What follows belongs to an exercise in optimizing a design on an open flow for small area, a short achievable clock period and few clock cycles; a production flow would make more cautious choices.
Function was checked by simulation only, so behaviour that the tests miss may differ from the original.

==> flow/design.v, too long to show whole: its modules and the start of the top module <==
// module muldiv_unit_mq: 1082 lines
module muldiv_unit_mq #(
  parameter int XLEN       = 32,
  parameter int HART_ID_W  = 1,
  parameter int REG_ADDR_W = 5
) (
  input  logic                  clk,
  input  logic                  rst_n,
  input  logic                  muldiv_start,
  input  logic [2:0]            muldiv_op,
  input  logic [XLEN-1:0]       muldiv_a,
  input  logic [XLEN-1:0]       muldiv_b,
  input  logic [HART_ID_W-1:0]  muldiv_hart_id,
  input  logic [REG_ADDR_W-1:0] muldiv_rd,
  input  logic                  muldiv_kill,
  input  logic [HART_ID_W-1:0]  muldiv_kill_hart_id,
  output logic                  muldiv_busy,
  output logic                  muldiv_done,
  output logic [XLEN-1:0]       muldiv_result,
  output logic [HART_ID_W-1:0]  muldiv_done_hart_id,
  output logic [REG_ADDR_W-1:0] muldiv_done_rd
);
  // ...
==> flow/run.sh <==
#!/bin/bash
# synth_recipe.tcl (not shown) runs the flow's synth.tcl, then flattens the netlist and writes it again
# the make line also repeats each setting of config.mk as NAME=value (left out here)
make -C /OpenROAD-flow-scripts/flow DESIGN_CONFIG=/design/flow/config.mk WORK_HOME=/design/flow/orfs CLKGATE_MAP_FILE= SYNTH_SCRIPT=/design/flow/synth_recipe.tcl finish
==> flow/config.mk <==
export PLATFORM = sky130hd
export DESIGN_NAME = muldiv_unit_mq
export DESIGN_NICKNAME = muldiv_unit_mq
export VERILOG_FILES = /design/flow/design.v
export SDC_FILE = /design/flow/constraint.sdc
export NUM_CORES = 4
export LEC_CHECK = 0
export ABC_AREA = 1
export CAP_MARGIN = 20
export CORE_MARGIN = 2
export CORE_UTILIZATION = 40
export SETUP_SLACK_MARGIN = 5
export SLEW_MARGIN = 20
==> flow/constraint.sdc <==
create_clock -name core_clock -period 10.0 [get_ports {clk}]
set_input_delay 2.0000 -clock core_clock [delete_from_list [all_inputs] [get_ports {clk}]]
set_output_delay 2.0000 -clock core_clock [all_outputs]
set_load 0.01 [all_outputs]
==> metrics.yaml, run 1 <==
finish:
  multi_input_area_share_pct: 64.23
  diodes: 2
  layout.non_clock_inverters: 927
  multi_input_gates: 4412
  utilization_pct: 46.27
clocking:
  cts.htree.levels: 2
  cts-resized-gates: 164
placed_design:
  placed_area_mm2: 0.04223
timing:
  timing.fmax_mhz: 193.0
  setup_viol: 0
synth:
  synth.top_cells.by_area: "fa_1, nand2_1, dfxtp_1"
  synth.area.mux_share_pct: 0.1783
  synth_top_family_by_area: "simple AND/OR/NAND/NOR gates"
  async_reset_ff_share_pct: 1.701
  syn_area_mm2: 0.04000
  syn_area_per_cell_um2: 6.763
detailed_routing:
  vias_per_cell: 5.779
worst_setup_path:
  r2r-end: "b_q[27]$_DFFE_PP_"
  cpMostUsedCell: "nand2_2"
  critPathCaptureType: "flip-flop"
grt:
  grt.total_usage_pct: 34.08
  met1_usage_pct: 41.78
  grt_util_met2_pct: 54.17
status:
  status: "timing/DRC/antenna clean"
Testbench counts, summed over its fixed seeds: cycles 5,066.
==> run 2: changes to the inputs <==
--- a/flow/design.v
+++ b/flow/design.v
@@ -957,25 +957,25 @@
     c[1] = g[0] | p[0];
     c[2] = g[1] | (p[1] & g[0]) | (p[1] & p[0]);
     c[3] = g[2] | (p[2] & g[1]) | (p[2] & p[1] & g[0]) | (p[2] & p[1] & p[0]);
     c[4] = g[3] | (p[3] & g[2]) | (p[3] & p[2] & g[1]) | (p[3] & p[2] & p[1] & g[0])
          | (p[3] & p[2] & p[1] & p[0]);
     ksub5[5] = g[4] | (p[4] & c[4]);
     ksub5[4:0] = p ^ c;
   endfunction
-  logic [4:0] za_q, zb_q;
-  logic [5:0]  sh, zge;
-  logic        early, ev, is_norm, is_div;
+  logic [4:0]  sh_q, za_in, zb_in;
+  logic [5:0]  sh_in;
+  logic        early_q, lnorm_q, ev, is_norm, is_div;
   logic [32:0] dn;
-  assign sh      = ksub5(zb_q, za_q);     
-  assign zge     = ksub5(za_q, zb_q);     
-  assign early   = zero_q || !sh[5];
-  assign dn      = {1'b0, a_q[31:0]} << sh[4:0];
-  assign ev      = !sh[0];
+  assign za_in   = clz(a_abs);
+  assign zb_in   = clz(b_abs);
+  assign sh_in   = ksub5(zb_in, za_in);   
+  assign dn      = {1'b0, a_q[31:0]} << sh_q;
+  assign ev      = !sh_q[0];
   assign is_norm = (st_q == ST_NORM);
   assign is_div  = (st_q == ST_DIV);
   logic [33:0] d1, de, df;
   logic        q1, q0;
   logic [32:0] r2;
   logic [31:0] qn;
   assign d1 = ksub33({1'b0, b_q}, a_q);
   assign de = ksub33({1'b0, b_q}, is_norm ? dn : {1'b0, a_q[32:1]});
@@ -989,34 +989,34 @@
       2'b01:   r2 = de[32:0];
       default: r2 = {1'b0, b_q};
     endcase
   end
   assign qn = {s_q[29:0] & {30{is_div}}, q1, q0 && (is_div || ev)};
   logic        div_mode, sel_tree, sel_rem, sel_oth;
   logic [31:0] s_oth;
   assign div_mode = (st_q == ST_NORM) || (st_q == ST_DIV);
-  assign sel_rem  = div_mode && last && op_q[1] && !(is_norm && early);
+  assign sel_rem  = div_mode && last && op_q[1] && !(is_norm && early_q);
   assign sel_oth  = div_mode && !sel_rem;
   assign sel_tree = !div_mode;
   always_comb begin
-    if (is_norm && early)
+    if (is_norm && early_q)
       s_oth = op_q[1] ? b_q                           
                       : (zero_q ? 32'hFFFF_FFFF : 32'd0);
     else
       s_oth = qn;
   end
   logic [63:0] s_next;
   assign s_next = ({64{sel_tree}} & tree_s)
                 | ({64{sel_rem}}  & {32'd0, r2[31:0]})
                 | ({64{sel_oth}}  & {32'd0, s_oth});
   always_comb begin
     case (st_q)
       ST_M1:   last = 1'b1;
-      ST_NORM: last = zero_q || zge[5];    
+      ST_NORM: last = lnorm_q;             
       ST_DIV:  last = (cnt_q == '0);
       default: last = 1'b0;
     endcase
   end
   always_ff @(posedge clk or negedge rst_n) begin
     if (!rst_n) begin
       st_q   <= ST_IDLE;
       fin_q  <= 1'b0;
@@ -1041,17 +1041,17 @@
     frd_q   <= rd_q;
     fhi_q   <= (op_q[1:0] != 2'd0) && !op_q[2];
     fneg_q  <= neg_q && op_q[2];
     cnt_q   <= cnt_q - 4'd1;
     s_q     <= s_next;
     c_q     <= div_mode ? {63'd0, neg_q} : tree_c;
     case (st_q)
       ST_NORM: begin
-        cnt_q <= sh[4:1] - {3'd0, ev};
+        cnt_q <= sh_q[4:1] - {3'd0, ev};
         a_q   <= ev ? {1'b0, dn[32:1]} : dn;
         if (ev) b_q <= r2[31:0];
       end
       ST_DIV: begin
         a_q   <= {2'b0, a_q[32:2]};
         b_q   <= r2[31:0];
       end
       default: ;
@@ -1062,18 +1062,19 @@
       rd_q   <= muldiv_rd;
       skip_q <= skip_in;
       zero_q <= (muldiv_b == '0);
       if (in_div) begin
         neg_q <= in_sgn && (muldiv_op[1] ? muldiv_a[31]
                                          : ((muldiv_a[31] ^ muldiv_b[31]) && (muldiv_b != '0)));
         a_q   <= {1'b0, b_abs};
         b_q   <= a_abs;
-        za_q  <= clz(a_abs);
-        zb_q  <= clz(b_abs);
+        sh_q    <= sh_in[4:0];
+        early_q <= (muldiv_b == '0) || !sh_in[5];
+        lnorm_q <= (muldiv_b == '0) || !sh_in[5] || (sh_in[4:0] == '0);
       end else begin
         a_q   <= swap ? {sb && muldiv_b[31], muldiv_b} : {sa && muldiv_a[31], muldiv_a};
         b_q   <= swap ? muldiv_a : muldiv_b;
       end
     end
   end
   assign muldiv_done         = done_q && !(muldiv_kill && (dhart_q == muldiv_kill_hart_id));
   assign muldiv_result       = res_q;
==> flow/flow/run.sh (new file) <==
#!/bin/bash
set -euo pipefail
bash standard.sh SETUP_SLACK_MARGIN=5.4 "BUFFER_PORTS_ARGS=-buffer_cell sky130_fd_sc_hd__buf_2" finish > flow.log 2>&1
==> flow/standard.sh (new file) <==
#!/bin/bash
# synth_recipe.tcl (not shown) runs the flow's synth.tcl, then flattens the netlist and writes it again
# the make line also repeats each setting of config.mk as NAME=value (left out here)
make -C /OpenROAD-flow-scripts/flow DESIGN_CONFIG=/design/flow/config.mk WORK_HOME=/design/flow/orfs CLKGATE_MAP_FILE= SYNTH_SCRIPT=/design/flow/synth_recipe.tcl "${@:-finish}"
removed: flow/run.sh
==> run 2 against run 1 <==
Clock skew decreased by 0.018 ns. Design area up 4.3%. Non-clock buffer count up 135. Critical path depth shrank 5. Maximum frequency is 8.1% lower. Critical path type is now in -> reg. Critical endpoint is now lnorm_q$_DFFE_PP_. Largest cell class unchanged.
==> metrics.yaml, run 2 <==
detailed_routing:
  wl_per_cell_um: 25.71  # was 24.58 um
  dr.pass1.iters: 9  # was 7
  drt_wl_total_um: 188800  # was 179,300 um
  drt_iter0_drc: 4805  # was 5,229
  vias_per_cell: 5.886  # was 5.779
  route.detailed.drc: 0  # unchanged
  num_vias: 43240  # was 42,150
  antenna_left: 0  # unchanged
clocking:
  cts.htree.levels: 2  # unchanged
  cts_tree: "built"  # unchanged
  cts_buffers: 40  # unchanged
  cts.path.max_buffers: 3  # unchanged
  clkLatencyLatePin_ns: 0.63  # was 0.65 ns
  cts_root_buf: "clkbuf_16"  # unchanged
  clkTransAtPathRegs_ns: 0.06  # about the same
  cts_hold_buf: 0  # unchanged
  cts_sinks: 291  # was 294
synth:
  syn_inst: 5817  # was 5,914
  synth_seq_area_share_pct: 16.78  # was 16.96%
  synth.top_cells.by_area: "fa_1, nand2_1, dfxtp_1"  # unchanged
  yosys.cell_count.top_type: "nand2_1"  # unchanged
  netlist-cell-type-count: 68  # was 60
  synth_edf_count: 84  # was 87
  async_reset_ff_share_pct: 1.718  # was 1.701%
  yosysWarnings: 4  # unchanged
  synth_nets: 6414  # was 6,516
  synth_ff_type: "dfxtp_1"  # unchanged
  ys_ff_latch: 291  # was 294
  synth_top_area_share_pct: 14.61  # was 14.57%
  syn_area_mm2: 0.03988  # was 0.04000 mm2
  synth_commonest_cells: "nand2_1, inv_1, nor2_1"  # unchanged
  yosysTopAreaCell: "fa_1"  # unchanged
  syn_area_per_cell_um2: 6.855  # was 6.763 um2
finish:
  layout-drive-gt1-share_pct: 16.45  # was 8.843%
  top_regs: "s_q: 64 flops, c_q: 63 flops, a_q: 33 flops"  # unchanged
  largest_register_ffs: 64  # unchanged
  final_area_mm2: 0.04762  # was 0.04567 mm2
  mostFrequentLayoutCells: "nand2_1, inv_1, nor2_1, xor2_1, o22ai_1"  # was nand2_1, inv_1, nor2_1, o21ai_0, xor2_1
  n_fill_cell: 9998  # was 10,310
  fin_nets: 6623  # was 6,576
  largest_register: "s_q"  # unchanged
  syn2layout_area_growth_pct: 19.41  # was 14.19%
  layout_commonest_cell: "nand2_1"  # unchanged
timing:
  finalCritPeriodShare_pct: 56.38  # was 51.82%
  timing.fmax_mhz: 177.4  # was 193.0 MHz
  slew_headroom_pct: 23.76  # was 22.40%
  setup_viol: 0  # unchanged
  fin_crit_ns: 5.638  # was 5.182 ns
  rsz0062_at_grt: "true"  # unchanged
  finalHoldViolCount: 0  # unchanged
  fin_worst_skew_ns: 0.05421  # was 0.07226 ns
  finalSetupTns_ns: 0  # unchanged
  maxSlewViolCount: 0  # unchanged
  worst_pin_slew_ns: 1.132  # was 1.152 ns
job:
  cap_violations: 0  # unchanged
worst_setup_path:
  crit_path_start_kind: "input port"  # was flip-flop
  critical_path_arrival_ns: 6.05  # was 5.50 ns
  crit_type: "in -> reg"  # was reg -> reg
  crit_required_ns: 10.41  # was 10.32 ns
  worstPathMaxFanout: 7  # unchanged
  critPathCaptureType: "flip-flop"  # unchanged
floorplan:
  initial_utilization_pct: 40.46  # was 40.52%
  rows: 115  # unchanged
  die_width_um: 319.7  # was 320.2 um
  die_h_um: 319.7  # was 320.2 um
  dieArea_mm2: 0.1022  # was 0.1025 mm2
  ios: 118  # unchanged
  fp.coreArea_mm2: 0.09856  # was 0.09871 mm2
grt:
  antenna_found_initial: 4  # was 10
  grt_pass1_vias: 41610  # was 39,960
  grt.total_usage_pct: 35.29  # was 34.08%
  grt_pass1_wl_um: 269000  # was 260,900 um
  grt_max_degree: 85  # was 83
  grt_overflow: 0  # unchanged
placed_design:
  place_hpwl_um: 139100  # was 137,300 um
  gp_congestion: 1.062  # was 1.017
  port_buffers: 117  # unchanged
  placed_area_mm2: 0.04179  # was 0.04223 mm2
worst_hold_path:
  hp-class: "reg -> reg"  # unchanged
status:
  status: "timing/DRC/antenna clean"  # unchanged
[run 2: kinds of logic (layout without fill, tap and decap cells)]
kind of cell	Yosys count	count (layout)	share of synthesized area, %
compound gates	1142	1142	17.02
mux	21	21	0.5302
xor+xnor	370	370	8.126
fa+ha+maj	519	519	21.76
flops	291	291	16.78
simple gates	2256	2258	24.00
other cells	0	2	0
buf+inv	1218	1455	11.78
[run 2: stage by stage]
step           std cells  util, %  hold WS (ns)  worst slack [ns]
6_report            7345    48.31        0.3240             4.362
5_1_grt             7343    48.31        0.3305             4.201
4_1_cts             7276    46.69        0.3251             4.524
3_5_place_dp        7025    42.40        0.3175             3.226
3_3_place_gp        7025    42.40        0.3106             3.226
2_1_floorplan       5817        -        0.3096             4.267
[run 2: worst max-delay path, stage by stage]
cell and delay [ns]:
buf_6 0.10, clkinvlp_4 0.11, ha_4 0.18, nand3_4 0.11, nor2_4 0.22, nand3_2 0.15, nand2_4 0.11, nand2_2 0.06
nand2_2 0.08, nand2_2 0.09, nor2_4 0.16, nand2_4 0.09, inv_2 0.08, nand2_2 0.08, nor2_4 0.17, inv_2 0.06
buf_4 0.13, buf_4 0.12, buf_4 0.12, buf_4 0.12, buf_4 0.12, buf_4 0.12, buf_4 0.12, buf_4 0.12
buf_4 0.13, fa_2 0.45, or3_1 0.39, o311ai_2 0.25
[run 2: final timing paths]
check	start	end	slack, ns	depth (start not counted)
worst max-delay path	muldiv_a[0]	lnorm_q$_DFFE_PP_	4.36	28
worst min-delay path	frd_q[4]$_DFF_P_	drd_q[4]$_DFF_P_	0.32	0
worst max register to register	a_q[0]$_DFFE_PP_	b_q[27]$_DFFE_PP_	5.12	30
worst min register to register	frd_q[4]$_DFF_P_	drd_q[4]$_DFF_P_	0.32	0
max in group asynchronous	rst_n	st_q[0]$_DFFE_PN0P_	8.63	1
min in group asynchronous	rst_n	fin_q$_DFF_PN0_	1.23	1
[run 2: timing repair]
action	CTS	global route
endpoints found under the hold margin	0	0
cloned	13	9
setup endpoints to repair	121	98
setup buffers	166	58
gates resized for setup	386	242
pin swaps	134	104
[run 2: area by class of cell]
type	count	area, um2	area share (%)
Clock inverter	18	262.8	0.5518
Inverter	942	3736	7.846
Multi-Input combinational cell	4310	30360	63.76
Timing Repair inverter	7	65.06	0.1366
Timing Repair Buffer	434	3759	7.893
Sequential cell	291	6694	14.06
Antenna cell	2	5.005	0.01051
Clock buffer	54	1125	2.362
Tap cell	1287	1610	3.382
[run 2: routing by layer]
metal / track usage (%) / up-vias / share of wire [%]
li1: - / 19370 / -
met1: 42.10 / 20540 / 36
met2: 55.40 / 2597 / 44
met3: 7.858 / 731 / 10
met4: 26.95 / 4 / 9.5
met5: 0 / - / 0.014
Testbench counts of run 2, summed over its fixed seeds: cycles 5,066.
==> run 3: changes to the inputs <==
==> flow/flow/run.sh (replaced) <==
#!/bin/bash
set -euo pipefail
bash standard.sh SETUP_SLACK_MARGIN=5.55 "BUFFER_PORTS_ARGS=-buffer_cell sky130_fd_sc_hd__buf_2" finish > flow.log 2>&1
==> run 3 against run 2 <==
Core utilization is 0.50 points higher. Setup slack worse by 0.17 ns. Non-clock buffer count rose by 21. Clock skew increased by 0.022 ns. Hold slack gained 0.00090 ns. Via count is 0.18% higher. Critical path type unchanged.
==> metrics.yaml, run 3 <==
timing:
  maxSlewViolCount: 0  # unchanged
  setup_viol: 0  # unchanged
  finalCritPeriodShare_pct: 58.08  # was 56.38%
  fin_worst_skew_ns: 0.07620  # was 0.05421 ns
  fin_crit_ns: 5.808  # was 5.638 ns
  rsz0062_at_grt: "true"  # unchanged
  timing.fmax_mhz: 172.2  # was 177.4 MHz
  finalSetupTns_ns: 0  # unchanged
  finalHoldViolCount: 0  # unchanged
  fin_hold_ws_ns: 0.3249  # was 0.3240 ns
  slew_headroom_pct: 28.57  # was 23.76%
  worst_pin_slew_ns: 1.070  # was 1.132 ns
floorplan:
  dieArea_mm2: 0.1022  # unchanged
  rows: 115  # unchanged
  ios: 118  # unchanged
  initial_utilization_pct: 40.46  # unchanged
  fp.coreArea_mm2: 0.09856  # unchanged
  die_h_um: 319.7  # unchanged
  die_width_um: 319.7  # unchanged
detailed_routing:
  vias_per_cell: 5.879  # was 5.886
  dr.pass1.iters: 6  # was 9
  drt_iter0_drc: 4653  # was 4,805
  antenna_left: 0  # unchanged
  route.detailed.drc: 0  # unchanged
  num_vias: 43310  # was 43,240
  wl_per_cell_um: 26.08  # was 25.71 um
  drt_wl_total_um: 192200  # was 188,800 um
finish:
  layout_commonest_cell: "nand2_1"  # unchanged
  top_regs: "s_q: 64 flops, c_q: 63 flops, a_q: 33 flops"  # unchanged
  mostFrequentLayoutCells: "nand2_1, inv_1, nor2_1, xor2_1, o22ai_1"  # unchanged
  syn2layout_area_growth_pct: 20.63  # was 19.41%
  layout-drive-gt1-share_pct: 17.29  # was 16.45%
  fin_nets: 6645  # was 6,623
  largest_register_ffs: 64  # unchanged
  final_area_mm2: 0.04811  # was 0.04762 mm2
  fin_cells: 7368  # was 7,345
  largest_register: "s_q"  # unchanged
synth:
  syn_area_mm2: 0.03988  # unchanged
  syn_inst: 5817  # unchanged
  syn_area_per_cell_um2: 6.855  # unchanged
  netlist-cell-type-count: 68  # unchanged
  async_reset_ff_share_pct: 1.718  # unchanged
  synth_nets: 6414  # unchanged
  ys_ff_latch: 291  # unchanged
  synth_seq_area_share_pct: 16.78  # unchanged
  yosysWarnings: 4  # unchanged
  yosysTopAreaCell: "fa_1"  # unchanged
  synth.top_cells.by_area: "fa_1, nand2_1, dfxtp_1"  # unchanged
  synth_commonest_cells: "nand2_1, inv_1, nor2_1"  # unchanged
  yosys.cell_count.top_type: "nand2_1"  # unchanged
  synth_ff_type: "dfxtp_1"  # unchanged
  synth_top_area_share_pct: 14.61  # unchanged
  synth_edf_count: 84  # unchanged
placed_design:
  port_buffers: 117  # unchanged
  gp_congestion: 1.046  # was 1.062
  place_hpwl_um: 141100  # was 139,100 um
  placed_area_mm2: 0.04181  # was 0.04179 mm2
  dp_cells: 7025  # unchanged
grt:
  grt.total_usage_pct: 36.16  # was 35.29%
  grt_max_degree: 93  # was 85
  grt_pass1_wl_um: 273900  # was 269,000 um
  grt_pass1_vias: 41500  # was 41,610
  grt_overflow: 0  # unchanged
  antenna_found_initial: 6  # was 4
clocking:
  cts_buffers: 38  # was 40
  cts_sinks: 291  # unchanged
  cts_hold_buf: 0  # unchanged
  cts.htree.levels: 2  # unchanged
  cts.path.max_buffers: 3  # unchanged
  cts_tree: "built"  # unchanged
  clkLatencyLatePin_ns: 0.64  # was 0.63 ns
  cts_root_buf: "clkbuf_16"  # unchanged
  clkTransAtPathRegs_ns: 0.05  # was 0.06 ns
worst_setup_path:
  r2r_cells: 25  # was 30
  crit_type: "in -> reg"  # unchanged
  crit_required_ns: 10.38  # was 10.41 ns
  worstPathMaxFanout: 25  # was 7
  crit_path_start_kind: "input port"  # unchanged
  critical_path_arrival_ns: 6.19  # was 6.05 ns
  critPathCaptureType: "flip-flop"  # unchanged
worst_hold_path:
  hp-class: "reg -> reg"  # unchanged
  holdPathStages: 0  # unchanged
status:
  status: "timing/DRC/antenna clean"  # unchanged
job:
  cap_violations: 0  # unchanged
## run 3: cell counts after synthesis
Identical to the previous run, type by type.
## run 3: repair_timing
action	CTS	global route
setup endpoints to repair	140	99
cloned	16	7
pin swaps	145	155
gates resized for setup	396	315
setup buffers	151	96
## run 3: through the flow
step | worst slack [ns] | utilization (%)
3_3_place_gp | 3.236 | 42.42
6_report | 4.192 | 48.81
4_1_cts | 4.362 | 46.63
3_5_place_dp | 3.201 | 42.42
2_1_floorplan | 4.267 | -
5_1_grt | 4.089 | 48.80
## run 3: final cells by class
class                      instances  area, um2
inverter                         942       3772
clock buffer                      54       1082
sequential                       291       6695
fill                            9971      50460
multi-input combinational       4313      30720
antenna                            3      7.507
timing repair buffer             455       3925
timing repair inverter             7      126.4
tap                             1287       1610
clock inverter                    16      165.2
## run 3: path summary, 6_finish.rpt
check | endpoint | startpoint | slack, ns
hold reg to reg | drd_q[3]$_DFF_P_ | frd_q[3]$_DFF_P_ | 0.32
setup / recovery | lnorm_q$_DFFE_PP_ | muldiv_a[31] | 4.19
hold / removal | drd_q[3]$_DFF_P_ | frd_q[3]$_DFF_P_ | 0.32
min in group asynchronous | done_q$_DFF_PN0_ | rst_n | 1.23
setup reg to reg | b_q[14]$_DFFE_PP_ | a_q[20]$_DFFE_PP_ | 5.23
max in group asynchronous | st_q[1]$_DFFE_PN0P_ | rst_n | 8.63
## run 3: worst max-delay path, stage by stage
cell and delay (ns):
buf_2 0.11, clkinvlp_4 0.11, nor2_4 0.14, buf_12 0.19, clkinvlp_4 0.15, buf_4 0.15, or2_2 0.27, xor2_1 0.36
inv_1 0.26, a21oi_1 0.31, nor2_1 0.12, o21bai_1 0.18, ha_2 0.19, a21oi_2 0.12, nand2_1 0.09, a21o_1 0.20
a21o_1 0.18, fa_2 0.41, or3_1 0.38, o311ai_1 0.24
## run 3: kinds of logic (layout without fill, tap and decap cells)
kind of cell    after synthesis  in the layout  share of synthesized area [%]
mux                          21             21                         0.5302
xor+xnor                    370            370                          8.126
flops                       291            291                          16.78
compound gates             1142           1142                          17.02
buf+inv                    1218           1474                          11.78
fa+ha+maj                   519            519                          21.76
simple gates               2256           2261                          24.00
other cells                   0              3                              0
## run 3: metal layers
layer  global-route usage (%)  vias up  share of wire [%]
met4                    27.77       10                9.7
met1                    42.30    20580                 36
met2                    57.89     2579                 45
li1                         -    19420                  -
met3                    7.763      732                9.9
met5                   0.2837        -              0.050

==> port drivers added, routing unchanged <==
The flow's constraints put no driver on any port. The routed layouts listed below were extracted and timed again, unchanged, in two steps.
Step 1 (the two cells are an assumption about what drives the block):
set clk [get_ports {clk}]
set_driving_cell -lib_cell sky130_fd_sc_hd__clkbuf_16 $clk
set_driving_cell -lib_cell sky130_fd_sc_hd__buf_2 [delete_from_list [all_inputs] $clk]
Step 2 also shifts input and output timing later by t, the mid clock arrival at the registers, as if the neighbouring blocks saw the same clock.
Slacks: ideal ports / drivers / drivers and shift; pairs: ideal ports / drivers.
run | shift t [ns] | setup WS [ns] | worst hold slack (ns) | pins driven straight from the clock port
run 1 | 0.694 | 4.818 / 4.818 / 4.420 | 0.325 / 0.325 / 0.325 | 1
run 2 | 0.671 | 4.362 / 4.402 / 3.731 | 0.324 / 0.324 / 0.324 | 1
run 3 | 0.680 | 4.192 / 4.235 / 3.555 | 0.325 / 0.325 / 0.325 | 1
After both steps every run listed still meets setup and hold. For run 3, which loses most, drivers alone change the setup slack by +0.043 ns; drivers and shift together by -0.637 ns.
